From an optimization exercise on the open Yosys and OpenROAD flow, aimed at small area; shortcuts taken in it are not production practice. The RTL was checked by simulation tests, not by an equivalence proof against the original design. Power and IR drop assume default switching activity.

==> zinc: inputs <==
==> flow/design.v (excerpt) <==
module register_manager_param #(
    parameter int DATA_WIDTH      = 32,
    parameter int ADDR_WIDTH      = 5,
    parameter int NUM_WRITE_PORTS = 4,
    parameter int NUM_READ_PORTS  = 2,
    parameter int QUEUE_DEPTH     = 8
) (
    input  logic                                  clk,
    input  logic                                  reset,
    input  logic [NUM_WRITE_PORTS-1:0]            write_enable,
    input  logic [NUM_WRITE_PORTS*ADDR_WIDTH-1:0] write_addr,
    input  logic [NUM_WRITE_PORTS*DATA_WIDTH-1:0] write_data,
    input  logic [NUM_WRITE_PORTS-1:0]            write_float,
    output logic                                  stall,
    output logic                                  overflow,
    input  logic [NUM_READ_PORTS*ADDR_WIDTH-1:0]  read_addr,
    input  logic [NUM_READ_PORTS-1:0]             read_float,
    output logic [NUM_READ_PORTS*DATA_WIDTH-1:0]  read_data,
    output logic [$clog2(QUEUE_DEPTH+1)-1:0]      pending_count
);
    localparam int DW   = DATA_WIDTH;
    localparam int AW   = ADDR_WIDTH;
    localparam int KW   = AW + 1;
    localparam int NK   = 2 ** KW;
    localparam int NW   = NUM_WRITE_PORTS;
    localparam int NR   = NUM_READ_PORTS;
    localparam int QD   = QUEUE_DEPTH;
    localparam int CW   = $clog2(QD + 1);
    localparam int PW   = $clog2(QD);
    localparam int LW   = $clog2(NW);
    localparam int NS   = QD + NK - 1;         
    logic [CW-1:0] count_q;
    logic [PW-1:0] head_q, tail_q;
    logic          ovf_q, phase_q;
    logic [KW-1:0] rkey_q [0:NR-1];
    logic [NK-1:1] valid_q;
    logic [NR-1:0] rbv_q, rbv_d;
    assign stall         = count_q > QD - NW;
    assign overflow      = ovf_q;
    assign pending_count = count_q;
    logic [KW-1:0] wkey [0:NW-1];
    logic [NW-1:0] acc;
    logic [LW:0]   rank [0:NW-1];
    logic [CW-1:0] n_acc;
    always_comb begin
        n_acc = '0;
  ...
export LEC_CHECK = 0
export CAP_MARGIN = 20
export CORE_MARGIN = 2
export CORE_UTILIZATION = 45
export CTS_CLUSTER_DIAMETER = 100
export CTS_CLUSTER_SIZE = 24
export PLACE_DENSITY = 0.55
export SETUP_SLACK_MARGIN = 0.1
export SLEW_MARGIN = 20
export SYNTH_HIERARCHICAL = 1
create_clock -name core_clock -period 6.5 [get_ports {clk}]
standard.sh (not shown) runs the stock make flow with config.mk's settings and CLKGATE_MAP_FILE= SYNTH_SCRIPT=/design/flow/synth_recipe.tcl, a recipe that flattens the netlist after the stock synthesis.
==> flow/flow/run.sh <==
#!/bin/bash
# The standard ORFS layout (standard.sh, standard synthesis), with two settings changed:
# - port buffers are buf_2 cells instead of the default pick (a clock delay cell);
# - clock tree synthesis clusters up to 24 sinks within 100 um and inserts no dummy loads.
# The full output of the run goes to standard.log in this folder; ORFS's own per-step logs stay
# under orfs/logs.
set -euo pipefail
export BUFFER_PORTS_ARGS="-buffer_cell sky130_fd_sc_hd__buf_2"
export CTS_ARGS="-sink_clustering_enable -repair_clock_nets -sink_clustering_size 24 -sink_clustering_max_diameter 100 -dont_use_dummy_load"
bash standard.sh > standard.log 2>&1
==> tundra (differences from zinc) <==
- CORE_UTILIZATION: 45 -> 50
- PLACE_DENSITY: 0.55 -> 0.6
==> comparison table <==
quantity	zinc	tundra
Status	complete, no violations	complete, no violations
Total wire length after detailed routing	585000 um	598000 um
Standard cell area after detailed placement	109000 um2	109000 um2
Final period utilization	96.7%	97.3%
Total internal power	37.7 mW	37.6 mW
Power Dens Cells	686 nW/um2	691 nW/um2
Utilization of the core after routing	47.8%	53.1%
Number of tapcells	3150	2821
Antenna cells	23	54
Sequential cell power	30.1 mW	30.2 mW
Core ar.	235000 um2	212000 um2
First-pass GRT wire length	799000 um	814000 um
Sequential cell area	51100 um2	51100 um2
Routed wire per std cell	44.9 um	46.7 um
Die Y	490 um	465 um
First-pass detailed-route iteration total	14	17
Antenna violations before repair	35	88
Final clock-cell share	2.69%	2.58%
Worst hold slack	435 ps	471 ps
Non-clk bufs	799	896
Proportion of power drawn by combinational gates	50.0%	50.5%

[re-timing with driven ports]
How much do the figures lean on ideal ports? The routed layouts below were timed once more, with nothing changed but the port constraints. Step 1, drivers: a clkbuf_16 drives clk and a buf_2 each remaining input, both assumed. Step 2 adds t to the input delays and takes it off the output delays; t is the mean of the earliest and latest rising clock arrival at the registers after step 1. Input paths then give back, and output paths get back, about the clock's delay inside the block. Three values: ideal ports, drivers, drivers and shift; two values: the first two.
run	t (ns)	setup slack, ns	worst setup path after step 2	worst data-port slew with drivers (ns)	cell pins on the clock port's net
zinc	0.928	0.214 / 0.108 / 0.700	input to register	0.15	1
tundra	0.945	0.175 / 0.078 / 0.460	input to register	0.18	1
After both steps setup and hold are still met in every run listed.
